This design comes from an exercise in tuning for small area, a short achievable clock period and few clock cycles per item on the open sky130 flow, not from production work. The RTL was checked by simulation tests, not by an equivalence proof against the original design.

## flow/design.v (module list and top-level ports; edited modules follow where they fit)
// module cmul_round: 1263 lines
// module bfly_add: 224 lines
// module butterfly2_pipe: 214 lines
module butterfly2_pipe #(
    parameter int N = 16,
    parameter int Q = 14
) (
    input  logic                clk,
    input  logic                rst,
    input  logic                in_valid,
    output logic                in_ready,
    input  logic                in_inv,
    input  logic                in_scale,
    input  logic signed [N-1:0] in0_r,
    input  logic signed [N-1:0] in0_i,
    input  logic signed [N-1:0] in1_r,
    input  logic signed [N-1:0] in1_i,
    input  logic signed [N-1:0] twiddle_r,
    input  logic signed [N-1:0] twiddle_i,
    output logic                out_valid,
    input  logic                out_ready,
    output logic signed [N-1:0] out0_r,
    output logic signed [N-1:0] out0_i,
    output logic signed [N-1:0] out1_r,
    output logic signed [N-1:0] out1_i,
    output logic                ovf,
    input  logic                ovf_clr
);
  // ...
==> flow/run.sh <==
#!/bin/bash
# synth_recipe.tcl (not shown) runs the flow's synth.tcl, then flattens the netlist and writes it again
# the make line also repeats each setting of config.mk as NAME=value (left out here)
make -C /OpenROAD-flow-scripts/flow DESIGN_CONFIG=/design/flow/config.mk WORK_HOME=/design/flow/orfs CLKGATE_MAP_FILE= SYNTH_SCRIPT=/design/flow/synth_recipe.tcl finish
==> flow/config.mk <==
export PLATFORM = sky130hd
export DESIGN_NAME = butterfly2_pipe
export DESIGN_NICKNAME = butterfly2_pipe
export VERILOG_FILES = /design/flow/design.v
export SDC_FILE = /design/flow/constraint.sdc
export NUM_CORES = 4
export LEC_CHECK = 0
export CAP_MARGIN = 20
export CORE_MARGIN = 2
export CORE_UTILIZATION = 40
export SETUP_SLACK_MARGIN = 5
export SLEW_MARGIN = 20
==> flow/constraint.sdc <==
create_clock -name core_clock -period 9.0 [get_ports {clk}]
set_input_delay 1.8000 -clock core_clock [delete_from_list [all_inputs] [get_ports {clk}]]
set_output_delay 1.8000 -clock core_clock [all_outputs]
set_load 0.01 [all_outputs]
==> summary.txt, run 1 <==
Status
  – Status: complete, no violations

Final layout
  – Area occupied by registers: 13700 um2
  – Final instance area: 50200 um2
  – Inverters: 396
  – Layout area overhead: 17.2%
  – Fill cells: 9846
  – Fin util: 0.471
  – Clk_buf instances: 78
  – Leading cell kind: multi-input combinational cells
  – Seq_cells: 483
  – Buffer share of cell area: 0.0755

Worst setup path
  – Crit Path Class: reg -> reg
  – Reg2Reg Depth: 15
  – CP Launch Point: r_im2[7]
  – Worst r2r src: r_im2[7]

CTS
  – Post-CTS setup buffers: 56
  – CTS tree: done
  – CTS Sinks: 483

GRT
  – Met2 usage: 0.358
  – Antenna violations before repair: 4
  – Largest net degree at the start of global routing: 80
  – Met3 GRT Util: 0.0598

Placed design
  – Placed cell areas: 45900 um2

Synth
  – Count leader, synth: xnor2_1
  – Post-synth EDFFs: 401
  – Post-Syn Area: 42800 um2
  – Mapped Cells: 3869
  – Post-synth top area share: 0.281
  – Mux cell area share after synthesis: 0.00500

STA
  – RSZ-0062 raised after global routing: true
  – Post-route minimum period: 4370 ps
  – Setup-failing EPs final: 0

Floorplan
  – Die Area: 110000 um2
  – Core area: 107000 um2

Routing
  – DR WL met3: 14500 um
  – Met2 WL: 58000 um
  – Wl on met1: 56200 um
  – Highest metal used: met5
Testbench counts, summed over its fixed seeds: cycles 24,024, items 24,000.
==> module bfly_add, before the edit <==
module bfly_add (
    input  logic [16:0] ap,
    input  logic [31:0] r0,
    input  logic [31:0] r1,
    input  logic [21:0] r2,
    output logic [17:0] x0,
    output logic [17:0] x1
);
    logic xh0;
    logic xk0;
    logic xs0;
    logic xc0;
    logic xs1;
    logic xc1;
    logic xs2;
    logic xc2;
    logic xs3;
    logic xc3;
    logic xs4;
    logic xc4;
    logic xs5;
    logic xc5;
    logic xs6;
    logic xc6;
    logic xs7;
    logic xc7;
    logic xs8;
    logic xc8;
    logic xs9;
    logic xc9;
    logic xs10;
    logic xc10;
    logic xs11;
    logic xc11;
    logic xs12;
    logic xc12;
    logic xs13;
    logic xc13;
    logic xs14;
    logic xc14;
    logic xs15;
    logic xc15;
    logic xs16;
    logic xc16;
    logic xs17;
    logic xc17;
    logic xs18;
    logic xc18;
    logic xs19;
    logic xc19;
    logic xs20;
    logic xc20;
    logic zh1;
    logic zk1;
    logic zs21;
    logic zc21;
    logic zs22;
    logic zc22;
    logic zs23;
    logic zc23;
    logic zs24;
    logic zc24;
    logic zs25;
    logic zc25;
    logic zs26;
    logic zc26;
    logic zs27;
    logic zc27;
    logic zs28;
    logic zc28;
    logic zs29;
    logic zc29;
    logic zs30;
    logic zc30;
    logic zs31;
    logic zc31;
    logic zs32;
    logic zc32;
    logic zs33;
    logic zc33;
    logic zs34;
    logic zc34;
    logic zs35;
    logic zc35;
    logic zs36;
    logic zc36;
    logic zs37;
    logic zc37;
    logic apn14;
    logic apn15;
    logic apn16;
    logic apn17;
    logic apn18;
    logic apn19;
    logic apn20;
    logic apn21;
    logic apn22;
    logic apn23;
    logic apn24;
    logic apn25;
    logic apn26;
    logic apn27;
    logic apn28;
    logic apn29;
    logic apn30;
    logic apn31;
    logic yh2;
    logic yk2;
    logic ys38;
    logic yc38;
    logic ys39;
    logic yc39;
    logic ys40;
    logic yc40;
    logic ys41;
    logic yc41;
    logic ys42;
    logic yc42;
    logic ys43;
    logic yc43;
    logic ys44;
    logic yc44;
    logic ys45;
    logic yc45;
    logic ys46;
    logic yc46;
    logic ys47;
    logic yc47;
    logic ys48;
    logic yc48;
    logic ys49;
    logic yc49;
    logic ys50;
    logic yc50;
    logic ys51;
    logic yc51;
    logic ys52;
    logic yc52;
    logic ys53;
    logic yc53;
    logic ys54;
    logic yc54;
    logic [31:0] w_p, w_m;
    assign {xk0, xh0} = r0[10] + r1[10];
    assign {xc0, xs0} = r0[11] + r1[11] + r2[1];
    assign {xc1, xs1} = r0[12] + r1[12] + r2[2];
    assign {xc2, xs2} = r0[13] + r1[13] + r2[3];
    assign {xc3, xs3} = r0[14] + r1[14] + r2[4];
    assign {xc4, xs4} = r0[15] + r1[15] + r2[5];
    assign {xc5, xs5} = r0[16] + r1[16] + r2[6];
    assign {xc6, xs6} = r0[17] + r1[17] + r2[7];
    assign {xc7, xs7} = r0[18] + r1[18] + r2[8];
    assign {xc8, xs8} = r0[19] + r1[19] + r2[9];
    assign {xc9, xs9} = r0[20] + r1[20] + r2[10];
    assign {xc10, xs10} = r0[21] + r1[21] + r2[11];
    assign {xc11, xs11} = r0[22] + r1[22] + r2[12];
    assign {xc12, xs12} = r0[23] + r1[23] + r2[13];
    assign {xc13, xs13} = r0[24] + r1[24] + r2[14];
    assign {xc14, xs14} = r0[25] + r1[25] + r2[15];
    assign {xc15, xs15} = r0[26] + r1[26] + r2[16];
    assign {xc16, xs16} = r0[27] + r1[27] + r2[17];
    assign {xc17, xs17} = r0[28] + r1[28] + r2[18];
    assign {xc18, xs18} = r0[29] + r1[29] + r2[19];
    assign {xc19, xs19} = r0[30] + r1[30] + r2[20];
    assign {xc20, xs20} = r0[31] + r1[31] + r2[21];
    assign {zk1, zh1} = ap[0] + xc2;
    assign {zc21, zs21} = ap[1] + xc3 + xs4;
    assign {zc22, zs22} = ap[2] + xc4 + xs5;
    assign {zc23, zs23} = ap[3] + xc5 + xs6;
    assign {zc24, zs24} = ap[4] + xc6 + xs7;
    assign {zc25, zs25} = ap[5] + xc7 + xs8;
    assign {zc26, zs26} = ap[6] + xc8 + xs9;
    assign {zc27, zs27} = ap[7] + xc9 + xs10;
    assign {zc28, zs28} = ap[8] + xc10 + xs11;
    assign {zc29, zs29} = ap[9] + xc11 + xs12;
    assign {zc30, zs30} = ap[10] + xc12 + xs13;
    assign {zc31, zs31} = ap[11] + xc13 + xs14;
    assign {zc32, zs32} = ap[12] + xc14 + xs15;
    assign {zc33, zs33} = ap[13] + xc15 + xs16;
    assign {zc34, zs34} = ap[14] + xc16 + xs17;
    assign {zc35, zs35} = ap[15] + xc17 + xs18;
    assign {zc36, zs36} = ap[16] + xc18 + xs19;
    assign {zc37, zs37} = ap[16] + xc19 + xs20;
    assign apn14 = ~ap[0];
    assign apn15 = ~ap[1];
    assign apn16 = ~ap[2];
    assign apn17 = ~ap[3];
    assign apn18 = ~ap[4];
    assign apn19 = ~ap[5];
    assign apn20 = ~ap[6];
    assign apn21 = ~ap[7];
    assign apn22 = ~ap[8];
    assign apn23 = ~ap[9];
    assign apn24 = ~ap[10];
    assign apn25 = ~ap[11];
    assign apn26 = ~ap[12];
    assign apn27 = ~ap[13];
    assign apn28 = ~ap[14];
    assign apn29 = ~ap[15];
    assign apn30 = ~ap[16];
    assign apn31 = ~ap[16];
    assign {yk2, yh2} = apn14 + xc2;
    assign {yc38, ys38} = apn15 + xc3 + xs4;
    assign {yc39, ys39} = apn16 + xc4 + xs5;
    assign {yc40, ys40} = apn17 + xc5 + xs6;
    assign {yc41, ys41} = apn18 + xc6 + xs7;
    assign {yc42, ys42} = apn19 + xc7 + xs8;
    assign {yc43, ys43} = apn20 + xc8 + xs9;
    assign {yc44, ys44} = apn21 + xc9 + xs10;
    assign {yc45, ys45} = apn22 + xc10 + xs11;
    assign {yc46, ys46} = apn23 + xc11 + xs12;
    assign {yc47, ys47} = apn24 + xc12 + xs13;
    assign {yc48, ys48} = apn25 + xc13 + xs14;
    assign {yc49, ys49} = apn26 + xc14 + xs15;
    assign {yc50, ys50} = apn27 + xc15 + xs16;
    assign {yc51, ys51} = apn28 + xc16 + xs17;
    assign {yc52, ys52} = apn29 + xc17 + xs18;
    assign {yc53, ys53} = apn30 + xc18 + xs19;
    assign {yc54, ys54} = apn31 + xc19 + xs20;
    assign w_p = {zc36, zc35, zc34, zc33, zc32, zc31, zc30, zc29, zc28, zc27, zc26, zc25, zc24, zc23, zc22, zc21, zk1, xs3, xc1, xc0, xk0, r2[0], r0[9], r0[8], r0[7], r0[6], r0[5], r0[4], r0[3], r0[2], r0[1], r0[0]} + {zs37, zs36, zs35, zs34, zs33, zs32, zs31, zs30, zs29, zs28, zs27, zs26, zs25, zs24, zs23, zs22, zs21, zh1, xs2, xs1, xs0, xh0, r1[9], r1[8], r1[7], r1[6], r1[5], r1[4], r1[3], r1[2], r1[1], r1[0]};
    assign w_m = {yc53, yc52, yc51, yc50, yc49, yc48, yc47, yc46, yc45, yc44, yc43, yc42, yc41, yc40, yc39, yc38, yk2, xs3, xc1, xc0, xk0, r2[0], r0[9], r0[8], r0[7], r0[6], r0[5], r0[4], r0[3], r0[2], r0[1], r0[0]} + {ys54, ys53, ys52, ys51, ys50, ys49, ys48, ys47, ys46, ys45, ys44, ys43, ys42, ys41, ys40, ys39, ys38, yh2, xs2, xs1, xs0, xh0, r1[9], r1[8], r1[7], r1[6], r1[5], r1[4], r1[3], r1[2], r1[1], r1[0]};
    assign x0 = w_p[31:14];
    assign x1 = ~w_m[31:14];
endmodule
==> run 2: changes to the inputs <==
--- a/flow/design.v
+++ b/flow/design.v
@@ -7,9 +7,10 @@
     input  logic [7:0]  neg2,
     input  logic [7:0]  one2,
     input  logic [7:0]  two2,
-    output logic [31:0] r0,
-    output logic [31:0] r1,
-    output logic [21:0] r2
+    output logic [24:0] r0,
+    output logic [24:0] r1,
+    output logic [9:0] r2,
+    output logic        cl
 );
     logic pp1_0_0;
     logic pp1_0_1;
@@ -403,6 +404,8 @@
     logic c49;
     logic s50;
     logic c50;
+    logic h9;
+    logic k9;
     logic s51;
     logic c51;
     logic s52;
@@ -421,10 +424,10 @@
     logic c58;
     logic s59;
     logic c59;
-    logic h9;
-    logic k9;
     logic s60;
     logic c60;
+    logic h10;
+    logic k10;
     logic s61;
     logic c61;
     logic s62;
@@ -445,8 +448,6 @@
     logic c69;
     logic s70;
     logic c70;
-    logic h10;
-    logic k10;
     logic s71;
     logic c71;
     logic s72;
@@ -497,12 +498,12 @@
     logic c94;
     logic s95;
     logic c95;
-    logic h11;
-    logic k11;
     logic s96;
     logic c96;
     logic s97;
     logic c97;
+    logic h11;
+    logic k11;
     logic s98;
     logic c98;
     logic s99;
@@ -525,12 +526,12 @@
     logic c107;
     logic s108;
     logic c108;
-    logic h12;
-    logic k12;
     logic s109;
     logic c109;
     logic s110;
     logic c110;
+    logic h12;
+    logic k12;
     logic s111;
     logic c111;
     logic s112;
@@ -553,12 +554,12 @@
     logic c120;
     logic s121;
     logic c121;
-    logic h13;
-    logic k13;
     logic s122;
     logic c122;
     logic s123;
     logic c123;
+    logic h13;
+    logic k13;
     logic s124;
     logic c124;
     logic s125;
@@ -605,12 +606,12 @@
     logic c145;
     logic s146;
     logic c146;
-    logic h14;
-    logic k14;
     logic s147;
     logic c147;
     logic s148;
     logic c148;
+    logic h14;
+    logic k14;
     logic s149;
     logic c149;
     logic s150;
@@ -649,12 +650,12 @@
     logic c166;
     logic s167;
     logic c167;
-    logic h15;
-    logic k15;
     logic s168;
     logic c168;
     logic s169;
     logic c169;
+    logic h15;
+    logic k15;
     logic s170;
     logic c170;
     logic s171;
@@ -685,8 +686,6 @@
     logic c183;
     logic s184;
     logic c184;
-    logic h16;
-    logic k16;
     logic s185;
     logic c185;
     logic s186;
@@ -707,14 +706,14 @@
     logic c193;
     logic s194;
     logic c194;
+    logic h16;
+    logic k16;
     logic s195;
     logic c195;
     logic s196;
     logic c196;
     logic s197;
     logic c197;
-    logic h17;
-    logic k17;
     logic s198;
     logic c198;
     logic s199;
@@ -723,6 +722,8 @@
     logic c200;
     logic s201;
     logic c201;
+    logic h17;
+    logic k17;
     logic s202;
     logic c202;
     logic s203;
@@ -733,8 +734,6 @@
     logic c205;
     logic s206;
     logic c206;
-    logic h18;
-    logic k18;
     logic s207;
     logic c207;
     logic s208;
@@ -745,12 +744,35 @@
     logic c210;
     logic s211;
     logic c211;
-    logic h19;
-    logic k19;
     logic s212;
     logic c212;
+    logic h18;
+    logic k18;
+    logic s213;
+    logic c213;
+    logic s214;
+    logic c214;
+    logic s215;
+    logic c215;
+    logic s216;
+    logic c216;
+    logic s217;
+    logic c217;
+    logic s218;
+    logic c218;
+    logic s219;
+    logic c219;
+    logic h19;
+    logic k19;
+    logic s220;
+    logic c220;
+    logic s221;
+    logic c221;
+    logic s222;
+    logic c222;
     logic h20;
     logic k20;
+    logic [7:0] w_lo;
     assign pp1_0_0 = (one1[0] & b1[0]) ^ neg1[0];
     assign pp1_0_1 = ((one1[0] & b1[1]) | (two1[0] & b1[0])) ^ neg1[0];
     assign pp1_0_2 = ((one1[0] & b1[2]) | (two1[0] & b1[1])) ^ neg1[0];
@@ -1083,6 +1105,7 @@
     assign {c48, s48} = c36 + s45 + c37;
     assign {c49, s49} = s46 + s47 + c38;
     assign {c50, s50} = s48 + c39 + s49;
+    assign {k9, h9} = c40 + s50;
     assign {c51, s51} = pp1_0_11 + pp1_1_9 + pp1_2_7;
     assign {c52, s52} = pp1_3_5 + pp1_4_3 + pp1_5_1;
     assign {c53, s53} = pp2_0_11 + pp2_1_9 + pp2_2_7;
@@ -1092,185 +1115,205 @@
     assign {c57, s57} = s53 + s54 + c45;
     assign {c58, s58} = c46 + c47 + s55;
     assign {c59, s59} = s56 + s57 + c48;
-    assign {k9, h9} = s58 + c49;
-    assign {c60, s60} = neg1[6] + neg2[6] + pp1_0_12;
-    assign {c61, s61} = pp1_1_10 + pp1_2_8 + pp1_3_6;
-    assign {c62, s62} = pp1_4_4 + pp1_5_2 + pp1_6_0;
-    assign {c63, s63} = pp2_0_12 + pp2_1_10 + pp2_2_8;
-    assign {c64, s64} = pp2_3_6 + pp2_4_4 + pp2_5_2;
-    assign {c65, s65} = pp2_6_0 + s60 + c51;
-    assign {c66, s66} = c52 + c53 + c54;
-    assign {c67, s67} = s61 + s62 + s63;
-    assign {c68, s68} = s64 + c55 + s65;
-    assign {c69, s69} = c56 + s66 + s67;
-    assign {c70, s70} = c57 + s68 + c58;
-    assign {k10, h10} = s69 + c59;
-    assign {c71, s71} = 1'b1 + pp1_0_13 + pp1_1_11;
-    assign {c72, s72} = pp1_2_9 + pp1_3_7 + pp1_4_5;
-    assign {c73, s73} = pp1_5_3 + pp1_6_1 + pp2_0_13;
-    assign {c74, s74} = pp2_1_11 + pp2_2_9 + pp2_3_7;
-    assign {c75, s75} = pp2_4_5 + pp2_5_3 + pp2_6_1;
-    assign {c76, s76} = c60 + c61 + c62;
-    assign {c77, s77} = c63 + c64 + s71;
-    assign {c78, s78} = s72 + s73 + s74;
-    assign {c79, s79} = s75 + c65 + c66;
-    assign {c80, s80} = c67 + s76 + s77;
-    assign {c81, s81} = s78 + c68 + s79;
-    assign {c82, s82} = c69 + s80 + k10;
-    assign {c83, s83} = neg1[7] + neg2[7] + pp1_0_14;
-    assign {c84, s84} = pp1_1_12 + pp1_2_10 + pp1_3_8;
-    assign {c85, s85} = pp1_4_6 + pp1_5_4 + pp1_6_2;
-    assign {c86, s86} = pp1_7_0 + pp2_0_14 + pp2_1_12;
-    assign {c87, s87} = pp2_2_10 + pp2_3_8 + pp2_4_6;
-    assign {c88, s88} = pp2_5_4 + pp2_6_2 + pp2_7_0;
-    assign {c89, s89} = s83 + c71 + c72;
-    assign {c90, s90} = c73 + c74 + c75;
-    assign {c91, s91} = s84 + s85 + s86;
-    assign {c92, s92} = s87 + s88 + c76;
-    assign {c93, s93} = c77 + c78 + s89;
-    assign {c94, s94} = s90 + s91 + c79;
-    assign {c95, s95} = s92 + c80 + s93;
-    assign {k11, h11} = s94 + c81;
-    assign {c96, s96} = pp1_0_15 + pp1_1_13 + pp1_2_11;
-    assign {c97, s97} = pp1_3_9 + pp1_4_7 + pp1_5_5;
-    assign {c98, s98} = pp1_6_3 + pp1_7_1 + pp2_0_15;
-    assign {c99, s99} = pp2_1_13 + pp2_2_11 + pp2_3_9;
-    assign {c100, s100} = pp2_4_7 + pp2_5_5 + pp2_6_3;
-    assign {c101, s101} = pp2_7_1 + c83 + c84;
-    assign {c102, s102} = c85 + c86 + c87;
-    assign {c103, s103} = c88 + s96 + s97;
-    assign {c104, s104} = s98 + s99 + s100;
-    assign {c105, s105} = s101 + c89 + c90;
-    assign {c106, s106} = c91 + s102 + s103;
-    assign {c107, s107} = s104 + c92 + s105;
-    assign {c108, s108} = c93 + s106 + c94;
-    assign {k12, h12} = s107 + c95;
-    assign {c109, s109} = pp1_0_16 + pp1_1_14 + pp1_2_12;
-    assign {c110, s110} = pp1_3_10 + pp1_4_8 + pp1_5_6;
-    assign {c111, s111} = pp1_6_4 + pp1_7_2 + pp2_0_16;
-    assign {c112, s112} = pp2_1_14 + pp2_2_12 + pp2_3_10;
-    assign {c113, s113} = pp2_4_8 + pp2_5_6 + pp2_6_4;
-    assign {c114, s114} = pp2_7_2 + c96 + c97;
-    assign {c115, s115} = c98 + c99 + c100;
-    assign {c116, s116} = s109 + s110 + s111;
-    assign {c117, s117} = s112 + s113 + c101;
-    assign {c118, s118} = c102 + c103 + c104;
-    assign {c119, s119} = s114 + s115 + s116;
-    assign {c120, s120} = s117 + c105 + c106;
-    assign {c121, s121} = s118 + s119 + c107;
-    assign {k13, h13} = s120 + c108;
-    assign {c122, s122} = 1'b1 + pp1_1_15 + pp1_2_13;
-    assign {c123, s123} = pp1_3_11 + pp1_4_9 + pp1_5_7;
-    assign {c124, s124} = pp1_6_5 + pp1_7_3 + pp2_1_15;
-    assign {c125, s125} = pp2_2_13 + pp2_3_11 + pp2_4_9;
-    assign {c126, s126} = pp2_5_7 + pp2_6_5 + pp2_7_3;
-    assign {c127, s127} = c109 + c110 + c111;
-    assign {c128, s128} = c112 + c113 + s122;
-    assign {c129, s129} = s123 + s124 + s125;
-    assign {c130, s130} = s126 + c114 + c115;
-    assign {c131, s131} = c116 + s127 + s128;
-    assign {c132, s132} = s129 + c117 + s130;
-    assign {c133, s133} = c118 + c119 + s131;
-    assign {c134, s134} = c120 + s132 + s133;
-    assign {c135, s135} = 1'b1 + pp1_1_16 + pp1_2_14;
-    assign {c136, s136} = pp1_3_12 + pp1_4_10 + pp1_5_8;
-    assign {c137, s137} = pp1_6_6 + pp1_7_4 + pp2_1_16;
-    assign {c138, s138} = pp2_2_14 + pp2_3_12 + pp2_4_10;
-    assign {c139, s139} = pp2_5_8 + pp2_6_6 + pp2_7_4;
-    assign {c140, s140} = c122 + c123 + c124;
-    assign {c141, s141} = c125 + c126 + s135;
-    assign {c142, s142} = s136 + s137 + s138;
-    assign {c143, s143} = s139 + c127 + c128;
-    assign {c144, s144} = c129 + s140 + s141;
-    assign {c145, s145} = s142 + c130 + s143;
-    assign {c146, s146} = c131 + s144 + c132;
-    assign {k14, h14} = c133 + s145;
-    assign {c147, s147} = pp1_2_15 + pp1_3_13 + pp1_4_11;
-    assign {c148, s148} = pp1_5_9 + pp1_6_7 + pp1_7_5;
-    assign {c149, s149} = pp2_2_15 + pp2_3_13 + pp2_4_11;
-    assign {c150, s150} = pp2_5_9 + pp2_6_7 + pp2_7_5;
-    assign {c151, s151} = c135 + c136 + c137;
-    assign {c152, s152} = c138 + c139 + s147;
-    assign {c153, s153} = s148 + s149 + s150;
-    assign {c154, s154} = c140 + c141 + c142;
-    assign {c155, s155} = s151 + s152 + s153;
-    assign {c156, s156} = c143 + s154 + c144;
-    assign {c157, s157} = s155 + c145 + s156;
-    assign {c158, s158} = 1'b1 + pp1_2_16 + pp1_3_14;
-    assign {c159, s159} = pp1_4_12 + pp1_5_10 + pp1_6_8;
-    assign {c160, s160} = pp1_7_6 + pp2_2_16 + pp2_3_14;
-    assign {c161, s161} = pp2_4_12 + pp2_5_10 + pp2_6_8;
-    assign {c162, s162} = pp2_7_6 + c147 + c148;
-    assign {c163, s163} = c149 + c150 + s158;
-    assign {c164, s164} = s159 + s160 + s161;
-    assign {c165, s165} = c151 + c152 + c153;
-    assign {c166, s166} = s162 + s163 + s164;
-    assign {c167, s167} = c154 + s165 + c155;
-    assign {k15, h15} = s166 + c156;
-    assign {c168, s168} = pp1_3_15 + pp1_4_13 + pp1_5_11;
-    assign {c169, s169} = pp1_6_9 + pp1_7_7 + pp2_3_15;
-    assign {c170, s170} = pp2_4_13 + pp2_5_11 + pp2_6_9;
-    assign {c171, s171} = pp2_7_7 + c158 + c159;
-    assign {c172, s172} = c160 + c161 + s168;
-    assign {c173, s173} = s169 + s170 + c162;
-    assign {c174, s174} = c163 + c164 + s171;
-    assign {c175, s175} = s172 + s173 + c165;
-    assign {c176, s176} = c166 + s174 + s175;
-    assign {c177, s177} = 1'b1 + pp1_3_16 + pp1_4_14;
-    assign {c178, s178} = pp1_5_12 + pp1_6_10 + pp1_7_8;
-    assign {c179, s179} = pp2_3_16 + pp2_4_14 + pp2_5_12;
-    assign {c180, s180} = pp2_6_10 + pp2_7_8 + c168;
-    assign {c181, s181} = c169 + c170 + s177;
-    assign {c182, s182} = s178 + s179 + s180;
-    assign {c183, s183} = c171 + c172 + s181;
-    assign {c184, s184} = c173 + s182 + s183;
-    assign {k16, h16} = c174 + c175;
-    assign {c185, s185} = pp1_4_15 + pp1_5_13 + pp1_6_11;
-    assign {c186, s186} = pp1_7_9 + pp2_4_15 + pp2_5_13;
-    assign {c187, s187} = pp2_6_11 + pp2_7_9 + c177;
-    assign {c188, s188} = c178 + c179 + s185;
-    assign {c189, s189} = s186 + c180 + s187;
-    assign {c190, s190} = c181 + s188 + c182;
-    assign {c191, s191} = s189 + c183 + s190;
-    assign {c192, s192} = 1'b1 + pp1_4_16 + pp1_5_14;
-    assign {c193, s193} = pp1_6_12 + pp1_7_10 + pp2_4_16;
-    assign {c194, s194} = pp2_5_14 + pp2_6_12 + pp2_7_10;
-    assign {c195, s195} = c185 + c186 + s192;
-    assign {c196, s196} = s193 + s194 + c187;
-    assign {c197, s197} = c188 + s195 + s196;
-    assign {k17, h17} = c189 + c190;
-    assign {c198, s198} = pp1_5_15 + pp1_6_13 + pp1_7_11;
-    assign {c199, s199} = pp2_5_15 + pp2_6_13 + pp2_7_11;
-    assign {c200, s200} = c192 + c193 + c194;
-    assign {c201, s201} = s198 + s199 + c195;
-    assign {c202, s202} = s200 + c196 + s201;
-    assign {c203, s203} = 1'b1 + pp1_5_16 + pp1_6_14;
-    assign {c204, s204} = pp1_7_12 + pp2_5_16 + pp2_6_14;
-    assign {c205, s205} = pp2_7_12 + c198 + c199;
-    assign {c206, s206} = s203 + s204 + c200;
-    assign {k18, h18} = s205 + c201;
-    assign {c207, s207} = pp1_6_15 + pp1_7_13 + pp2_6_15;
-    assign {c208, s208} = pp2_7_13 + c203 + c204;
-    assign {c209, s209} = s207 + c205 + s208;
-    assign {c210, s210} = 1'b1 + pp1_6_16 + pp1_7_14;
-    assign {c211, s211} = pp2_6_16 + pp2_7_14 + c207;
-    assign {k19, h19} = s210 + s211;
-    assign {c212, s212} = pp1_7_15 + pp2_7_15 + c210;
-    assign {k20, h20} = 1'b1 + pp1_7_16;
-    assign r0 = {k20, pp2_7_16, c211, c208, c206, s206, c197, s197, c184, s184, c167, s167, c146, s146, c121, k12, k11, s95, c70, k9, s59, c40, k7, k6, s24, s18, s12, s8, s4, s2, h0, pp2_0_0};
-    assign r1 = {1'b0, h20, s212, h19, s209, h18, s202, h17, k16, h16, k15, h15, k14, h14, k13, s121, s108, h11, s81, h10, h9, s50, h8, h7, h6, h5, h4, h3, h2, h1, c0, s0};
-    assign r2 = {1'b0, c212, k19, c209, k18, c202, k17, c191, s191, c176, s176, c157, s157, c134, s134, h13, h12, c82, s82, s70, c50, k8};
+    assign {c60, s60} = s58 + c49 + s59;
+    assign {k10, h10} = c50 + s60;
+    assign {c61, s61} = neg1[6] + neg2[6] + pp1_0_12;
+    assign {c62, s62} = pp1_1_10 + pp1_2_8 + pp1_3_6;
+    assign {c63, s63} = pp1_4_4 + pp1_5_2 + pp1_6_0;
+    assign {c64, s64} = pp2_0_12 + pp2_1_10 + pp2_2_8;
+    assign {c65, s65} = pp2_3_6 + pp2_4_4 + pp2_5_2;
+    assign {c66, s66} = pp2_6_0 + s61 + c51;
+    assign {c67, s67} = c52 + c53 + c54;
+    assign {c68, s68} = s62 + s63 + s64;
+    assign {c69, s69} = s65 + c55 + s66;
+    assign {c70, s70} = c56 + s67 + s68;
+    assign {c71, s71} = c57 + s69 + c58;
+    assign {c72, s72} = s70 + c59 + s71;
+    assign {c73, s73} = 1'b1 + pp1_0_13 + pp1_1_11;
+    assign {c74, s74} = pp1_2_9 + pp1_3_7 + pp1_4_5;
+    assign {c75, s75} = pp1_5_3 + pp1_6_1 + pp2_0_13;
+    assign {c76, s76} = pp2_1_11 + pp2_2_9 + pp2_3_7;
+    assign {c77, s77} = pp2_4_5 + pp2_5_3 + pp2_6_1;
+    assign {c78, s78} = c61 + c62 + c63;
+    assign {c79, s79} = c64 + c65 + s73;
+    assign {c80, s80} = s74 + s75 + s76;
+    assign {c81, s81} = s77 + c66 + c67;
+    assign {c82, s82} = c68 + s78 + s79;
+    assign {c83, s83} = s80 + c69 + s81;
+    assign {c84, s84} = c70 + s82 + c71;
+    assign {c85, s85} = neg1[7] + neg2[7] + pp1_0_14;
+    assign {c86, s86} = pp1_1_12 + pp1_2_10 + pp1_3_8;
+    assign {c87, s87} = pp1_4_6 + pp1_5_4 + pp1_6_2;
+    assign {c88, s88} = pp1_7_0 + pp2_0_14 + pp2_1_12;
+    assign {c89, s89} = pp2_2_10 + pp2_3_8 + pp2_4_6;
+    assign {c90, s90} = pp2_5_4 + pp2_6_2 + pp2_7_0;
+    assign {c91, s91} = s85 + c73 + c74;
+    assign {c92, s92} = c75 + c76 + c77;
+    assign {c93, s93} = s86 + s87 + s88;
+    assign {c94, s94} = s89 + s90 + c78;
+    assign {c95, s95} = c79 + c80 + s91;
+    assign {c96, s96} = s92 + s93 + c81;
+    assign {c97, s97} = s94 + c82 + s95;
+    assign {k11, h11} = s96 + c83;
+    assign {c98, s98} = pp1_0_15 + pp1_1_13 + pp1_2_11;
+    assign {c99, s99} = pp1_3_9 + pp1_4_7 + pp1_5_5;
+    assign {c100, s100} = pp1_6_3 + pp1_7_1 + pp2_0_15;
+    assign {c101, s101} = pp2_1_13 + pp2_2_11 + pp2_3_9;
+    assign {c102, s102} = pp2_4_7 + pp2_5_5 + pp2_6_3;
+    assign {c103, s103} = pp2_7_1 + c85 + c86;
+    assign {c104, s104} = c87 + c88 + c89;
+    assign {c105, s105} = c90 + s98 + s99;
+    assign {c106, s106} = s100 + s101 + s102;
+    assign {c107, s107} = s103 + c91 + c92;
+    assign {c108, s108} = c93 + s104 + s105;
+    assign {c109, s109} = s106 + c94 + s107;
+    assign {c110, s110} = c95 + s108 + c96;
+    assign {k12, h12} = s109 + c97;
+    assign {c111, s111} = pp1_0_16 + pp1_1_14 + pp1_2_12;
+    assign {c112, s112} = pp1_3_10 + pp1_4_8 + pp1_5_6;
+    assign {c113, s113} = pp1_6_4 + pp1_7_2 + pp2_0_16;
+    assign {c114, s114} = pp2_1_14 + pp2_2_12 + pp2_3_10;
+    assign {c115, s115} = pp2_4_8 + pp2_5_6 + pp2_6_4;
+    assign {c116, s116} = pp2_7_2 + c98 + c99;
+    assign {c117, s117} = c100 + c101 + c102;
+    assign {c118, s118} = s111 + s112 + s113;
+    assign {c119, s119} = s114 + s115 + c103;
+    assign {c120, s120} = c104 + c105 + c106;
+    assign {c121, s121} = s116 + s117 + s118;
+    assign {c122, s122} = s119 + c107 + c108;
+    assign {c123, s123} = s120 + s121 + c109;
+    assign {k13, h13} = s122 + c110;
+    assign {c124, s124} = 1'b1 + pp1_1_15 + pp1_2_13;
+    assign {c125, s125} = pp1_3_11 + pp1_4_9 + pp1_5_7;
+    assign {c126, s126} = pp1_6_5 + pp1_7_3 + pp2_1_15;
+    assign {c127, s127} = pp2_2_13 + pp2_3_11 + pp2_4_9;
+    assign {c128, s128} = pp2_5_7 + pp2_6_5 + pp2_7_3;
+    assign {c129, s129} = c111 + c112 + c113;
+    assign {c130, s130} = c114 + c115 + s124;
+    assign {c131, s131} = s125 + s126 + s127;
+    assign {c132, s132} = s128 + c116 + c117;
+    assign {c133, s133} = c118 + s129 + s130;
+    assign {c134, s134} = s131 + c119 + s132;
+    assign {c135, s135} = c120 + c121 + s133;
+    assign {c136, s136} = c122 + s134 + s135;
+    assign {c137, s137} = 1'b1 + pp1_1_16 + pp1_2_14;
+    assign {c138, s138} = pp1_3_12 + pp1_4_10 + pp1_5_8;
+    assign {c139, s139} = pp1_6_6 + pp1_7_4 + pp2_1_16;
+    assign {c140, s140} = pp2_2_14 + pp2_3_12 + pp2_4_10;
+    assign {c141, s141} = pp2_5_8 + pp2_6_6 + pp2_7_4;
+    assign {c142, s142} = c124 + c125 + c126;
+    assign {c143, s143} = c127 + c128 + s137;
+    assign {c144, s144} = s138 + s139 + s140;
+    assign {c145, s145} = s141 + c129 + c130;
+    assign {c146, s146} = c131 + s142 + s143;
+    assign {c147, s147} = s144 + c132 + s145;
+    assign {c148, s148} = c133 + s146 + c134;
+    assign {k14, h14} = c135 + s147;
+    assign {c149, s149} = pp1_2_15 + pp1_3_13 + pp1_4_11;
+    assign {c150, s150} = pp1_5_9 + pp1_6_7 + pp1_7_5;
+    assign {c151, s151} = pp2_2_15 + pp2_3_13 + pp2_4_11;
+    assign {c152, s152} = pp2_5_9 + pp2_6_7 + pp2_7_5;
+    assign {c153, s153} = c137 + c138 + c139;
+    assign {c154, s154} = c140 + c141 + s149;
+    assign {c155, s155} = s150 + s151 + s152;
+    assign {c156, s156} = c142 + c143 + c144;
+    assign {c157, s157} = s153 + s154 + s155;
+    assign {c158, s158} = c145 + s156 + c146;
+    assign {c159, s159} = s157 + c147 + s158;
+    assign {c160, s160} = 1'b1 + pp1_2_16 + pp1_3_14;
+    assign {c161, s161} = pp1_4_12 + pp1_5_10 + pp1_6_8;
+    assign {c162, s162} = pp1_7_6 + pp2_2_16 + pp2_3_14;
+    assign {c163, s163} = pp2_4_12 + pp2_5_10 + pp2_6_8;
+    assign {c164, s164} = pp2_7_6 + c149 + c150;
+    assign {c165, s165} = c151 + c152 + s160;
+    assign {c166, s166} = s161 + s162 + s163;
+    assign {c167, s167} = c153 + c154 + c155;
+    assign {c168, s168} = s164 + s165 + s166;
+    assign {c169, s169} = c156 + s167 + c157;
+    assign {k15, h15} = s168 + c158;
+    assign {c170, s170} = pp1_3_15 + pp1_4_13 + pp1_5_11;
+    assign {c171, s171} = pp1_6_9 + pp1_7_7 + pp2_3_15;
+    assign {c172, s172} = pp2_4_13 + pp2_5_11 + pp2_6_9;
+    assign {c173, s173} = pp2_7_7 + c160 + c161;
+    assign {c174, s174} = c162 + c163 + s170;
+    assign {c175, s175} = s171 + s172 + c164;
+    assign {c176, s176} = c165 + c166 + s173;
+    assign {c177, s177} = s174 + s175 + c167;
+    assign {c178, s178} = c168 + s176 + s177;
+    assign {c179, s179} = 1'b1 + pp1_3_16 + pp1_4_14;
+    assign {c180, s180} = pp1_5_12 + pp1_6_10 + pp1_7_8;
+    assign {c181, s181} = pp2_3_16 + pp2_4_14 + pp2_5_12;
+    assign {c182, s182} = pp2_6_10 + pp2_7_8 + c170;
+    assign {c183, s183} = c171 + c172 + s179;
+    assign {c184, s184} = s180 + s181 + s182;
+    assign {c185, s185} = c173 + c174 + s183;
+    assign {c186, s186} = c175 + s184 + s185;
+    assign {c187, s187} = c176 + c177 + s186;
+    assign {c188, s188} = pp1_4_15 + pp1_5_13 + pp1_6_11;
+    assign {c189, s189} = pp1_7_9 + pp2_4_15 + pp2_5_13;
+    assign {c190, s190} = pp2_6_11 + pp2_7_9 + c179;
+    assign {c191, s191} = c180 + c181 + s188;
+    assign {c192, s192} = s189 + c182 + s190;
+    assign {c193, s193} = c183 + s191 + c184;
+    assign {c194, s194} = s192 + c185 + s193;
+    assign {k16, h16} = c186 + s194;
+    assign {c195, s195} = 1'b1 + pp1_4_16 + pp1_5_14;
+    assign {c196, s196} = pp1_6_12 + pp1_7_10 + pp2_4_16;
+    assign {c197, s197} = pp2_5_14 + pp2_6_12 + pp2_7_10;
+    assign {c198, s198} = c188 + c189 + s195;
+    assign {c199, s199} = s196 + s197 + c190;
+    assign {c200, s200} = c191 + s198 + s199;
+    assign {c201, s201} = c192 + c193 + s200;
+    assign {k17, h17} = c194 + s201;
+    assign {c202, s202} = pp1_5_15 + pp1_6_13 + pp1_7_11;
+    assign {c203, s203} = pp2_5_15 + pp2_6_13 + pp2_7_11;
+    assign {c204, s204} = c195 + c196 + c197;
+    assign {c205, s205} = s202 + s203 + c198;
+    assign {c206, s206} = s204 + c199 + s205;
+    assign {c207, s207} = c200 + s206 + c201;
+    assign {c208, s208} = 1'b1 + pp1_5_16 + pp1_6_14;
+    assign {c209, s209} = pp1_7_12 + pp2_5_16 + pp2_6_14;
+    assign {c210, s210} = pp2_7_12 + c202 + c203;
+    assign {c211, s211} = s208 + s209 + c204;
+    assign {c212, s212} = s210 + c205 + s211;
+    assign {k18, h18} = c206 + s212;
+    assign {c213, s213} = pp1_6_15 + pp1_7_13 + pp2_6_15;
+    assign {c214, s214} = pp2_7_13 + c208 + c209;
+    assign {c215, s215} = s213 + c210 + s214;
+    assign {c216, s216} = c211 + s215 + c212;
+    assign {c217, s217} = 1'b1 + pp1_6_16 + pp1_7_14;
+    assign {c218, s218} = pp2_6_16 + pp2_7_14 + c213;
+    assign {c219, s219} = s217 + s218 + c214;
+    assign {k19, h19} = c215 + s219;
+    assign {c220, s220} = pp1_7_15 + pp2_7_15 + c217;
+    assign {c221, s221} = c218 + s220 + c219;
+    assign {c222, s222} = 1'b1 + pp1_7_16 + pp2_7_16;
+    assign {k20, h20} = s222 + c220;
+    assign r0 = {c222, h20, k19, h19, k18, h18, k17, k16, c187, c178, c169, s169, c148, s148, c123, k12, k11, s97, s83, c60, k9, k8, k7, k6, s24};
+    assign r1 = {k20, c221, s221, c216, s216, c207, s207, h17, h16, s187, k15, h15, k14, h14, k13, s123, s110, h11, s84, k10, h10, h9, h8, h7, h6};
+    assign r2 = {s178, c159, s159, c136, s136, h13, h12, c84, c72, s72};
+    assign w_lo = {1'b0, {s18, s12, s8, s4, s2, c0, pp2_0_0}} + {1'b0, {h5, h4, h3, h2, h1, h0, s0}};
+    assign cl = w_lo[7];
 endmodule
 module bfly_add (
     input  logic [16:0] ap,
-    input  logic [31:0] r0,
-    input  logic [31:0] r1,
-    input  logic [21:0] r2,
+    input  logic [24:0] r0,
+    input  logic [24:0] r1,
+    input  logic [9:0] r2,
+    input  logic        cl,
     output logic [17:0] x0,
     output logic [17:0] x1
 );
     logic xh0;
     logic xk0;
+    logic xh1;
+    logic xk1;
+    logic xh2;
+    logic xk2;
+    logic xh3;
+    logic xk3;
+    logic xh4;
+    logic xk4;
     logic xs0;
     logic xc0;
     logic xs1;
@@ -1291,30 +1334,50 @@
     logic xc8;
     logic xs9;
     logic xc9;
-    logic xs10;
-    logic xc10;
-    logic xs11;
-    logic xc11;
-    logic xs12;
-    logic xc12;
-    logic xs13;
-    logic xc13;
-    logic xs14;
-    logic xc14;
-    logic xs15;
-    logic xc15;
-    logic xs16;
-    logic xc16;
-    logic xs17;
-    logic xc17;
-    logic xs18;
-    logic xc18;
-    logic xs19;
-    logic xc19;
-    logic xs20;
-    logic xc20;
-    logic zh1;
-    logic zk1;
+    logic xh5;
+    logic xk5;
+    logic xh6;
+    logic xk6;
+    logic xh7;
+    logic xk7;
+    logic xh8;
+    logic xk8;
+    logic xh9;
+    logic xk9;
+    logic xh10;
+    logic xk10;
+    logic xh11;
+    logic xk11;
+    logic xh12;
+    logic xk12;
+    logic xh13;
+    logic xk13;
+    logic xh14;
+    logic xk14;
+    logic zh15;
+    logic zk15;
+    logic zs10;
+    logic zc10;
+    logic zs11;
+    logic zc11;
+    logic zs12;
+    logic zc12;
+    logic zs13;
+    logic zc13;
+    logic zs14;
+    logic zc14;
+    logic zs15;
+    logic zc15;
+    logic zs16;
+    logic zc16;
+    logic zs17;
+    logic zc17;
+    logic zs18;
+    logic zc18;
+    logic zs19;
+    logic zc19;
+    logic zs20;
+    logic zc20;
     logic zs21;
     logic zc21;
     logic zs22;
@@ -1327,28 +1390,13 @@
     logic zc25;
     logic zs26;
     logic zc26;
-    logic zs27;
-    logic zc27;
-    logic zs28;
-    logic zc28;
-    logic zs29;
-    logic zc29;
-    logic zs30;
-    logic zc30;
-    logic zs31;
-    logic zc31;
-    logic zs32;
-    logic zc32;
-    logic zs33;
-    logic zc33;
-    logic zs34;
-    logic zc34;
-    logic zs35;
-    logic zc35;
-    logic zs36;
-    logic zc36;
-    logic zs37;
-    logic zc37;
+    logic apn7;
+    logic apn8;
+    logic apn9;
+    logic apn10;
+    logic apn11;
+    logic apn12;
+    logic apn13;
     logic apn14;
     logic apn15;
     logic apn16;
@@ -1360,15 +1408,30 @@
     logic apn22;
     logic apn23;
     logic apn24;
-    logic apn25;
-    logic apn26;
-    logic apn27;
-    logic apn28;
-    logic apn29;
-    logic apn30;
-    logic apn31;
-    logic yh2;
-    logic yk2;
+    logic yh16;
+    logic yk16;
+    logic ys27;
+    logic yc27;
+    logic ys28;
+    logic yc28;
+    logic ys29;
+    logic yc29;
+    logic ys30;
+    logic yc30;
+    logic ys31;
+    logic yc31;
+    logic ys32;
+    logic yc32;
+    logic ys33;
+    logic yc33;
+    logic ys34;
+    logic yc34;
+    logic ys35;
+    logic yc35;
+    logic ys36;
+    logic yc36;
+    logic ys37;
+    logic yc37;
     logic ys38;
     logic yc38;
     logic ys39;
@@ -1381,109 +1444,90 @@
     logic yc42;
     logic ys43;
     logic yc43;
-    logic ys44;
-    logic yc44;
-    logic ys45;
-    logic yc45;
-    logic ys46;
-    logic yc46;
-    logic ys47;
-    logic yc47;
-    logic ys48;
-    logic yc48;
-    logic ys49;
-    logic yc49;
-    logic ys50;
-    logic yc50;
-    logic ys51;
-    logic yc51;
-    logic ys52;
-    logic yc52;
-    logic ys53;
-    logic yc53;
-    logic ys54;
-    logic yc54;
-    logic [31:0] w_p, w_m;
-    assign {xk0, xh0} = r0[10] + r1[10];
-    assign {xc0, xs0} = r0[11] + r1[11] + r2[1];
-    assign {xc1, xs1} = r0[12] + r1[12] + r2[2];
-    assign {xc2, xs2} = r0[13] + r1[13] + r2[3];
-    assign {xc3, xs3} = r0[14] + r1[14] + r2[4];
-    assign {xc4, xs4} = r0[15] + r1[15] + r2[5];
-    assign {xc5, xs5} = r0[16] + r1[16] + r2[6];
-    assign {xc6, xs6} = r0[17] + r1[17] + r2[7];
-    assign {xc7, xs7} = r0[18] + r1[18] + r2[8];
-    assign {xc8, xs8} = r0[19] + r1[19] + r2[9];
-    assign {xc9, xs9} = r0[20] + r1[20] + r2[10];
-    assign {xc10, xs10} = r0[21] + r1[21] + r2[11];
-    assign {xc11, xs11} = r0[22] + r1[22] + r2[12];
-    assign {xc12, xs12} = r0[23] + r1[23] + r2[13];
-    assign {xc13, xs13} = r0[24] + r1[24] + r2[14];
-    assign {xc14, xs14} = r0[25] + r1[25] + r2[15];
-    assign {xc15, xs15} = r0[26] + r1[26] + r2[16];
-    assign {xc16, xs16} = r0[27] + r1[27] + r2[17];
-    assign {xc17, xs17} = r0[28] + r1[28] + r2[18];
-    assign {xc18, xs18} = r0[29] + r1[29] + r2[19];
-    assign {xc19, xs19} = r0[30] + r1[30] + r2[20];
-    assign {xc20, xs20} = r0[31] + r1[31] + r2[21];
-    assign {zk1, zh1} = ap[0] + xc2;
-    assign {zc21, zs21} = ap[1] + xc3 + xs4;
-    assign {zc22, zs22} = ap[2] + xc4 + xs5;
-    assign {zc23, zs23} = ap[3] + xc5 + xs6;
-    assign {zc24, zs24} = ap[4] + xc6 + xs7;
-    assign {zc25, zs25} = ap[5] + xc7 + xs8;
-    assign {zc26, zs26} = ap[6] + xc8 + xs9;
-    assign {zc27, zs27} = ap[7] + xc9 + xs10;
-    assign {zc28, zs28} = ap[8] + xc10 + xs11;
-    assign {zc29, zs29} = ap[9] + xc11 + xs12;
-    assign {zc30, zs30} = ap[10] + xc12 + xs13;
-    assign {zc31, zs31} = ap[11] + xc13 + xs14;
-    assign {zc32, zs32} = ap[12] + xc14 + xs15;
-    assign {zc33, zs33} = ap[13] + xc15 + xs16;
-    assign {zc34, zs34} = ap[14] + xc16 + xs17;
-    assign {zc35, zs35} = ap[15] + xc17 + xs18;
-    assign {zc36, zs36} = ap[16] + xc18 + xs19;
-    assign {zc37, zs37} = ap[16] + xc19 + xs20;
-    assign apn14 = ~ap[0];
-    assign apn15 = ~ap[1];
-    assign apn16 = ~ap[2];
-    assign apn17 = ~ap[3];
-    assign apn18 = ~ap[4];
-    assign apn19 = ~ap[5];
-    assign apn20 = ~ap[6];
-    assign apn21 = ~ap[7];
-    assign apn22 = ~ap[8];
-    assign apn23 = ~ap[9];
-    assign apn24 = ~ap[10];
-    assign apn25 = ~ap[11];
-    assign apn26 = ~ap[12];
-    assign apn27 = ~ap[13];
-    assign apn28 = ~ap[14];
-    assign apn29 = ~ap[15];
-    assign apn30 = ~ap[16];
-    assign apn31 = ~ap[16];
-    assign {yk2, yh2} = apn14 + xc2;
-    assign {yc38, ys38} = apn15 + xc3 + xs4;
-    assign {yc39, ys39} = apn16 + xc4 + xs5;
-    assign {yc40, ys40} = apn17 + xc5 + xs6;
-    assign {yc41, ys41} = apn18 + xc6 + xs7;
-    assign {yc42, ys42} = apn19 + xc7 + xs8;
-    assign {yc43, ys43} = apn20 + xc8 + xs9;
-    assign {yc44, ys44} = apn21 + xc9 + xs10;
-    assign {yc45, ys45} = apn22 + xc10 + xs11;
-    assign {yc46, ys46} = apn23 + xc11 + xs12;
-    assign {yc47, ys47} = apn24 + xc12 + xs13;
-    assign {yc48, ys48} = apn25 + xc13 + xs14;
-    assign {yc49, ys49} = apn26 + xc14 + xs15;
-    assign {yc50, ys50} = apn27 + xc15 + xs16;
-    assign {yc51, ys51} = apn28 + xc16 + xs17;
-    assign {yc52, ys52} = apn29 + xc17 + xs18;
-    assign {yc53, ys53} = apn30 + xc18 + xs19;
-    assign {yc54, ys54} = apn31 + xc19 + xs20;
-    assign w_p = {zc36, zc35, zc34, zc33, zc32, zc31, zc30, zc29, zc28, zc27, zc26, zc25, zc24, zc23, zc22, zc21, zk1, xs3, xc1, xc0, xk0, r2[0], r0[9], r0[8], r0[7], r0[6], r0[5], r0[4], r0[3], r0[2], r0[1], r0[0]} + {zs37, zs36, zs35, zs34, zs33, zs32, zs31, zs30, zs29, zs28, zs27, zs26, zs25, zs24, zs23, zs22, zs21, zh1, xs2, xs1, xs0, xh0, r1[9], r1[8], r1[7], r1[6], r1[5], r1[4], r1[3], r1[2], r1[1], r1[0]};
-    assign w_m = {yc53, yc52, yc51, yc50, yc49, yc48, yc47, yc46, yc45, yc44, yc43, yc42, yc41, yc40, yc39, yc38, yk2, xs3, xc1, xc0, xk0, r2[0], r0[9], r0[8], r0[7], r0[6], r0[5], r0[4], r0[3], r0[2], r0[1], r0[0]} + {ys54, ys53, ys52, ys51, ys50, ys49, ys48, ys47, ys46, ys45, ys44, ys43, ys42, ys41, ys40, ys39, ys38, yh2, xs2, xs1, xs0, xh0, r1[9], r1[8], r1[7], r1[6], r1[5], r1[4], r1[3], r1[2], r1[1], r1[0]};
-    assign x0 = w_p[31:14];
-    assign x1 = ~w_m[31:14];
+    logic [24:0] w_p, w_m;
+    assign {xk0, xh0} = r0[0] + r1[0];
+    assign {xk1, xh1} = r0[1] + r1[1];
+    assign {xk2, xh2} = r0[2] + r1[2];
+    assign {xk3, xh3} = r0[3] + r1[3];
+    assign {xk4, xh4} = r0[4] + r1[4];
+    assign {xc0, xs0} = r0[5] + r1[5] + r2[0];
+    assign {xc1, xs1} = r0[6] + r1[6] + r2[1];
+    assign {xc2, xs2} = r0[7] + r1[7] + r2[2];
+    assign {xc3, xs3} = r0[8] + r1[8] + r2[3];
+    assign {xc4, xs4} = r0[9] + r1[9] + r2[4];
+    assign {xc5, xs5} = r0[10] + r1[10] + r2[5];
+    assign {xc6, xs6} = r0[11] + r1[11] + r2[6];
+    assign {xc7, xs7} = r0[12] + r1[12] + r2[7];
+    assign {xc8, xs8} = r0[13] + r1[13] + r2[8];
+    assign {xc9, xs9} = r0[14] + r1[14] + r2[9];
+    assign {xk5, xh5} = r0[15] + r1[15];
+    assign {xk6, xh6} = r0[16] + r1[16];
+    assign {xk7, xh7} = r0[17] + r1[17];
+    assign {xk8, xh8} = r0[18] + r1[18];
+    assign {xk9, xh9} = r0[19] + r1[19];
+    assign {xk10, xh10} = r0[20] + r1[20];
+    assign {xk11, xh11} = r0[21] + r1[21];
+    assign {xk12, xh12} = r0[22] + r1[22];
+    assign {xk13, xh13} = r0[23] + r1[23];
+    assign {xk14, xh14} = r0[24] + r1[24];
+    assign {zk15, zh15} = ap[0] + xc1;
+    assign {zc10, zs10} = ap[1] + xc2 + xs3;
+    assign {zc11, zs11} = ap[2] + xc3 + xs4;
+    assign {zc12, zs12} = ap[3] + xc4 + xs5;
+    assign {zc13, zs13} = ap[4] + xc5 + xs6;
+    assign {zc14, zs14} = ap[5] + xc6 + xs7;
+    assign {zc15, zs15} = ap[6] + xc7 + xs8;
+    assign {zc16, zs16} = ap[7] + xc8 + xs9;
+    assign {zc17, zs17} = ap[8] + xh5 + xc9;
+    assign {zc18, zs18} = ap[9] + xk5 + xh6;
+    assign {zc19, zs19} = ap[10] + xk6 + xh7;
+    assign {zc20, zs20} = ap[11] + xk7 + xh8;
+    assign {zc21, zs21} = ap[12] + xk8 + xh9;
+    assign {zc22, zs22} = ap[13] + xk9 + xh10;
+    assign {zc23, zs23} = ap[14] + xk10 + xh11;
+    assign {zc24, zs24} = ap[15] + xk11 + xh12;
+    assign {zc25, zs25} = ap[16] + xk12 + xh13;
+    assign {zc26, zs26} = ap[16] + xk13 + xh14;
+    assign apn7 = ~ap[0];
+    assign apn8 = ~ap[1];
+    assign apn9 = ~ap[2];
+    assign apn10 = ~ap[3];
+    assign apn11 = ~ap[4];
+    assign apn12 = ~ap[5];
+    assign apn13 = ~ap[6];
+    assign apn14 = ~ap[7];
+    assign apn15 = ~ap[8];
+    assign apn16 = ~ap[9];
+    assign apn17 = ~ap[10];
+    assign apn18 = ~ap[11];
+    assign apn19 = ~ap[12];
+    assign apn20 = ~ap[13];
+    assign apn21 = ~ap[14];
+    assign apn22 = ~ap[15];
+    assign apn23 = ~ap[16];
+    assign apn24 = ~ap[16];
+    assign {yk16, yh16} = apn7 + xc1;
+    assign {yc27, ys27} = apn8 + xc2 + xs3;
+    assign {yc28, ys28} = apn9 + xc3 + xs4;
+    assign {yc29, ys29} = apn10 + xc4 + xs5;
+    assign {yc30, ys30} = apn11 + xc5 + xs6;
+    assign {yc31, ys31} = apn12 + xc6 + xs7;
+    assign {yc32, ys32} = apn13 + xc7 + xs8;
+    assign {yc33, ys33} = apn14 + xc8 + xs9;
+    assign {yc34, ys34} = apn15 + xh5 + xc9;
+    assign {yc35, ys35} = apn16 + xk5 + xh6;
+    assign {yc36, ys36} = apn17 + xk6 + xh7;
+    assign {yc37, ys37} = apn18 + xk7 + xh8;
+    assign {yc38, ys38} = apn19 + xk8 + xh9;
+    assign {yc39, ys39} = apn20 + xk9 + xh10;
+    assign {yc40, ys40} = apn21 + xk10 + xh11;
+    assign {yc41, ys41} = apn22 + xk11 + xh12;
+    assign {yc42, ys42} = apn23 + xk12 + xh13;
+    assign {yc43, ys43} = apn24 + xk13 + xh14;
+    assign w_p = {zc25, zc24, zc23, zc22, zc21, zc20, zc19, zc18, zs18, zs17, zc15, zc14, zc13, zc12, zc11, zc10, zk15, xs2, xc0, xk4, xk3, xk2, xk1, xk0, cl} + {zs26, zs25, zs24, zs23, zs22, zs21, zs20, zs19, zc17, zc16, zs16, zs15, zs14, zs13, zs12, zs11, zs10, zh15, xs1, xs0, xh4, xh3, xh2, xh1, xh0};
+    assign w_m = {yc42, yc41, yc40, yc39, yc38, yc37, yc36, yc35, ys35, ys34, yc32, yc31, yc30, yc29, yc28, yc27, yk16, xs2, xc0, xk4, xk3, xk2, xk1, xk0, cl} + {ys43, ys42, ys41, ys40, ys39, ys38, ys37, ys36, yc34, yc33, ys33, ys32, ys31, ys30, ys29, ys28, ys27, yh16, xs1, xs0, xh4, xh3, xh2, xh1, xh0};
+    assign x0 = w_p[24:7];
+    assign x1 = ~w_m[24:7];
 endmodule
 module butterfly2_pipe #(
     parameter int N = 16,
@@ -1510,11 +1554,11 @@
     output logic                ovf,
     input  logic                ovf_clr
 );
-    localparam int L  = 10;             
-    localparam int WR = 32 - L;
-    logic                w_en;               
-    logic                w_ld3;              
-    logic                r_v1, r_v2, r_v3, r_vk;
+    localparam int L  = 12;
+    localparam int H  = 21;
+    localparam int LC = 7;
+    logic                w_en;
+    logic                r_v1, r_v2, r_v3;
     logic [7:0]          w_one_r, w_two_r, w_neg_r;
     logic [7:0]          w_one_i, w_two_i, w_negi_re, w_negi_im;
     for (genvar k = 0; k < 8; k++) begin : g_booth
@@ -1542,10 +1586,12 @@
     logic [7:0]          r_one_r1, r_two_r1, r_neg_r1;
     logic [7:0]          r_one_i1, r_two_i1, r_negi_re1, r_negi_im1;
     logic                r_sc1;
-    logic [31:0]         w_re0, w_re1, w_im0, w_im1;
-    logic [WR-1:0]       w_re2, w_im2;
-    logic [31:0]         r_re0, r_re1, r_im0, r_im1;
-    logic [WR-1:0]       r_re2, r_im2;
+    logic [31-LC:0]      w_re0, w_re1, w_im0, w_im1;
+    logic [H-L:0]        w_re2, w_im2;
+    logic                w_cl_re, w_cl_im;
+    logic [31-LC:0]      r_re0, r_re1, r_im0, r_im1;
+    logic [H-L:0]        r_re2, r_im2;
+    logic                r_cl_re, r_cl_im;
     logic [16:0]         r_apr2, r_api2;    
     logic                r_sc2;
     logic [17:0]         w_x0r, w_x0i, w_x1r, w_x1i;
@@ -1554,28 +1600,17 @@
     logic                r_sc3;
     logic [3:0]          r_sat3;             
     logic                r_ovf;
-    logic [17:0]         r_k0r, r_k0i, r_k1r, r_k1i;
-    logic                r_ksc;
-    logic [3:0]          r_ksat;
-    assign w_en     = ~r_vk;
-    assign w_ld3    = ~r_v3 | out_ready;
+    assign w_en     = ~r_v3 | out_ready;
     assign in_ready = w_en;
     always_ff @(posedge clk) begin
         if (rst) begin
             r_v1 <= 1'b0;
             r_v2 <= 1'b0;
+            r_v3 <= 1'b0;
         end else if (w_en) begin
             r_v1 <= in_valid;
             r_v2 <= r_v1;
-        end
-    end
-    always_ff @(posedge clk) begin
-        if (rst) begin
-            r_v3 <= 1'b0;
-            r_vk <= 1'b0;
-        end else begin
-            if (w_ld3) r_v3 <= r_vk | r_v2;
-            r_vk <= ~out_ready & (r_vk | (r_v2 & r_v3));
+            r_v3 <= r_v2;
         end
     end
     always_ff @(posedge clk) begin
@@ -1605,7 +1640,8 @@
         .two2 (r_two_i1),
         .r0   (w_re0),
         .r1   (w_re1),
-        .r2   (w_re2)
+        .r2   (w_re2),
+        .cl   (w_cl_re)
     );
     cmul_round u_im (
         .b1   (r_br1),
@@ -1618,23 +1654,26 @@
         .two2 (r_two_r1),
         .r0   (w_im0),
         .r1   (w_im1),
-        .r2   (w_im2)
+        .r2   (w_im2),
+        .cl   (w_cl_im)
     );
     always_ff @(posedge clk) begin
         if (w_en) begin
             r_re0   <= w_re0;
             r_re1   <= w_re1;
             r_re2   <= w_re2;
+            r_cl_re <= w_cl_re;
             r_im0   <= w_im0;
             r_im1   <= w_im1;
             r_im2   <= w_im2;
+            r_cl_im <= w_cl_im;
             r_apr2  <= {r_ar1[15], r_ar1} + {16'd0, r_sc1};
             r_api2  <= {r_ai1[15], r_ai1} + {16'd0, r_sc1};
             r_sc2   <= r_sc1;
         end
     end
-    bfly_add u_xr (.ap(r_apr2), .r0(r_re0), .r1(r_re1), .r2(r_re2), .x0(w_x0r), .x1(w_x1r));
-    bfly_add u_xi (.ap(r_api2), .r0(r_im0), .r1(r_im1), .r2(r_im2), .x0(w_x0i), .x1(w_x1i));
+    bfly_add u_xr (.ap(r_apr2), .r0(r_re0), .r1(r_re1), .r2(r_re2), .cl(r_cl_re), .x0(w_x0r), .x1(w_x1r));
+    bfly_add u_xi (.ap(r_api2), .r0(r_im0), .r1(r_im1), .r2(r_im2), .cl(r_cl_im), .x0(w_x0i), .x1(w_x1i));
     function automatic logic [15:0] sat_fn(input logic [17:0] x, input logic sc,
                                            input logic ov);
         if (ov)      sat_fn = {x[17], {15{~x[17]}}};
@@ -1651,37 +1690,18 @@
     assign w_sat[3] = ov_fn(w_x1i, r_sc2);
     always_ff @(posedge clk) begin
         if (w_en) begin
-            r_k0r  <= w_x0r;
-            r_k0i  <= w_x0i;
-            r_k1r  <= w_x1r;
-            r_k1i  <= w_x1i;
-            r_ksc  <= r_sc2;
-            r_ksat <= w_sat;
-        end
-    end
-    always_ff @(posedge clk) begin
-        if (w_ld3) begin
-            if (r_vk) begin
-                r_x0r <= r_k0r;
-                r_x0i <= r_k0i;
-                r_x1r <= r_k1r;
-                r_x1i <= r_k1i;
-                r_sc3  <= r_ksc;
-                r_sat3 <= r_ksat;
-            end else begin
-                r_x0r <= w_x0r;
-                r_x0i <= w_x0i;
-                r_x1r <= w_x1r;
-                r_x1i <= w_x1i;
-                r_sc3  <= r_sc2;
-                r_sat3 <= w_sat;
-            end
+            r_x0r  <= w_x0r;
+            r_x0i  <= w_x0i;
+            r_x1r  <= w_x1r;
+            r_x1i  <= w_x1i;
+            r_sc3  <= r_sc2;
+            r_sat3 <= w_sat;
         end
     end
     always_ff @(posedge clk) begin
         if (rst) begin
             r_ovf <= 1'b0;
-        end else if (w_ld3 && (r_vk ? (|r_ksat) : (r_v2 && (|w_sat)))) begin
+        end else if (w_en && r_v2 && (|w_sat)) begin
             r_ovf <= 1'b1;
         end else if (ovf_clr) begin
             r_ovf <= 1'b0;
--- a/flow/config.mk
+++ b/flow/config.mk
@@ -8,5 +8,5 @@
 export CAP_MARGIN = 20
 export CORE_MARGIN = 2
 export CORE_UTILIZATION = 40
-export SETUP_SLACK_MARGIN = 5
+export SETUP_SLACK_MARGIN = 4.75
 export SLEW_MARGIN = 20
==> run 2 against run 1 <==
Sequential cell count shrank 124. Critical path type unchanged. Clock skew is 2.5 ps lower. Clock-buffer cell count shrank 24. Hold slack improved by 33 ps. Sequential share of layout area shrank 3.3 points. Core utilization down 1.3 points. Largest cell class unchanged. Via count decreased by 9.3%. Maximum frequency rose by 5.4%.
==> summary.txt, run 2 <==
Status
  – Status: complete, no violations (unchanged)

Synth
  – Count leader, synth: xnor2_1 (unchanged)
  – Syn Area/Cell: 11.0 um2 (was 11.1 um2)
  – Synth Register Bits: 359 (was 483)
  – Post-synth top area share: 0.271 (was 0.281)
  – Synth cell count leaders: xnor2_1, fa_1, a22oi_1, inv_1, edfxtp_1 (was xnor2_1, fa_1, a22oi_1, edfxtp_1, inv_1)
  – Complex-gate fraction of the synthesized area: 0.140 (was 0.144)
  – Mapped Cells: 3588 (was 3869)
  – Area leader, netlist: edfxtp_1 (unchanged)
  – Synth cell types: 66 (was 73)
  – Mux cell area share after synthesis: 0.00261 (was 0.00500)
  – Post-synthesis adder-cell area fraction: 0.320 (was 0.286)
  – Post-Syn Area: 39300 um2 (was 42800 um2)
  – Post-synthesis sequential area ratio: 0.273 (was 0.320)
  – Simple-gate area share of the yosys netlist: 0.0521 (was 0.0528)
  – XOR/XNOR Fraction of Synth Area: 0.147 (was 0.131)
  – Largest family of logic cells by synthesized area: adder cells (unchanged)
  – Post-synth EDFFs: 355 (was 401)
  – Synth area leaders: edfxtp_1, fa_1, xnor2_1 (unchanged)

Placed design
  – DP Cell Count: 4833 (was 5214)

Routing
  – Routed WL: 117000 um (was 134000 um)
  – DR iter-0 viols: 2743 (was 3179)
  – DR pass1 iterations: 7 (unchanged)
  – Wirelength per Cell: 23.6 um (was 24.6 um)
  – Vias per cell: 5.64 (was 5.70)

GRT
  – Vias in the first global route: 28400 (was 31600)
  – Global route total overflow: 0 (unchanged)
  – Largest net degree at the start of global routing: 79 (was 80)
  – Antenna violations before repair: 1 (was 4)
  – Tot GR Track Use: 0.229 (was 0.241)
  – First-pass GRT wire length: 177000 um (was 199000 um)

Floorplan
  – Core area: 98000 um2 (was 107000 um2)
  – Die Wd: 318 um (was 331 um)
  – Initial Util: 0.402 (about the same)
  – Row cnt: 115 (was 120)
  – Die Area: 101000 um2 (was 110000 um2)
  – Die height: 318 um (was 331 um)

CTS
  – H-tree levels: 2 (unchanged)
  – Clock latency on the worst-skew pair: 620 ps (was 670 ps)
  – CTS root buf: clkbuf_16 (unchanged)
  – CTS tree: done (unchanged)
  – Maximum root-to-sink buffer count: 3 (unchanged)
  – CTS Sinks: 359 (was 483)

STA
  – Setup-failing EPs final: 0 (unchanged)
  – Fin Setup TNS: 0 ps (unchanged)
  – Achievable clock frequency: 241 MHz (was 229 MHz)
  – Final Skew: 28.9 ps (was 31.4 ps)
  – Final Hold Vio Count: 0 (unchanged)
  – Part of the cycle the worst path needs: 0.461 (was 0.486)
  – Slew @ Worst Pin: 1010 ps (was 1140 ps)
  – Post-route minimum period: 4150 ps (was 4370 ps)
  – RSZ-0062 raised after global routing: true (unchanged)

Final layout
  – Fill cells: 9028 (was 9846)
  – Diodes inserted: 0 (unchanged)
  – Layout area overhead: 14.1% (was 17.2%)
  – Area occupied by registers: 10700 um2 (was 13700 um2)
  – Footprint of the multi-input gates: 26500 um2 (was 27500 um2)
  – Share of cells above drive strength 1: 0.0836 (was 0.119)
  – Final non-filler cell total: 4971 (was 5420)
  – Nets: 4451 (was 4745)

Worst setup path
  – Crit Path Class: reg -> reg (unchanged)
  – CP Data Arrival Time: 4530 ps (was 4780 ps)
  – Worst endpoint required time: 9380 ps (was 9410 ps)
  – Crit. End Element: flop (unchanged)

Min path
  – Worst hold path type: reg -> reg (unchanged)

Flow run
  – Max cap viols: 0 (unchanged)
==> run 2: changes by cell type after synthesis, sizes merged, moves of 9 or more <==
cell / previous run / this run
dfxtp: 82 / 4
nand2: 157 / 93
a21oi: 54 / 41
buf: 54 / 35
o21ai: 135 / 78
o31ai: 14 / 2
edfxtp: 401 / 355
ha: 160 / 188
o211ai: 13 / 4
a21o: 21 / 30
xor2: 102 / 114
==> run 2: layout make-up <==
cell class / count / share of cell area
clock inverter: 28 / 0.00583
inverter: 388 / 0.0346
sequential: 359 / 0.239
timing repair buffer: 304 / 0.0673
multi-input combinational: 2551 / 0.591
clock buffer: 54 / 0.0263
tap: 1287 / 0.0359
==> run 2: per-layer routing <==
metal  track usage  vias to the layer above  share of wire
li1              -                    12300              -
met5             0                        -              0
met2         0.357                     1380           0.45
met4        0.0759                        0          0.035
met3        0.0528                      295          0.095
met1         0.317                    14100           0.42
==> run 2: path summary, 6_finish.rpt <==
path               to  cells after the start  slack (ps)   startpoint
max reg2reg  r_im1[3]                     10        4850  r_one_i1[3]
min reg2reg      r_v3                      2         480         r_v2
min              r_v3                      2         480         r_v2
max          r_im1[3]                     10        4850  r_one_i1[3]
==> run 2: cells by family after synthesis <==
logic type	count (synthesis)
buf+inv	680
flops	359
compound gates	763
xor+xnor	658
mux	10
fa+ha+maj	700
simple gates	418
==> run 2: timing repair <==
item                       CTS  global route
pin swaps                   18            35
cloned                       2             0
setup endpoints to repair  257           117
setup buffers               18            36
gates resized for setup     72           138
==> run 2: critical path: stages (launching register included) <==
cell and delay [ps]:
edfxtp_1 340, buf_6 360, a22oi_1 140, xnor2_1 170, fa_1 480, fa_1 530
fa_1 460, fa_1 520, fa_1 560, inv_1 40, ha_1 270
==> run 2: metrics by stage <==
stage,setup slack [ps],utilization,cell area [um2]
after floorplan,4340,-,39400
after global placement,3420,0.430,42200
after detailed placement,3380,0.430,42200
after CTS,4500,0.450,44100
after global routing,4700,0.458,44900
final,4850,0.458,44900
Testbench counts of run 2, summed over its fixed seeds: cycles 24,024, items 24,000.

[afterwards: timing with drivers on the ports]
The flow's constraints put no driver on any port. The routed layouts listed below were extracted and timed again, unchanged, in two steps. Step 1 assumes that a clkbuf_16 drives the clock port and a buf_2 every other input. Step 2 times the ports against the registers' clock, not the clock port: input delays grow and output delays shrink by t, the midpoint of the rising clock arrivals with the driver on. a / b / c = no drivers / after step 1 / after step 2; a / b = the first two.
run	shift t [ns]	slack for setup (ns)	worst setup path at the end	pins driven straight from the clock port
run 1	0.726	4.626 / 4.626 / 4.626	register to register	1
run 2	0.679	4.849 / 4.788 / 4.379	input to register	1
After both steps setup and hold are still met in every run listed. For run 2, which loses most, drivers alone change the setup slack by -0.061 ns; drivers and shift together by -0.470 ns.
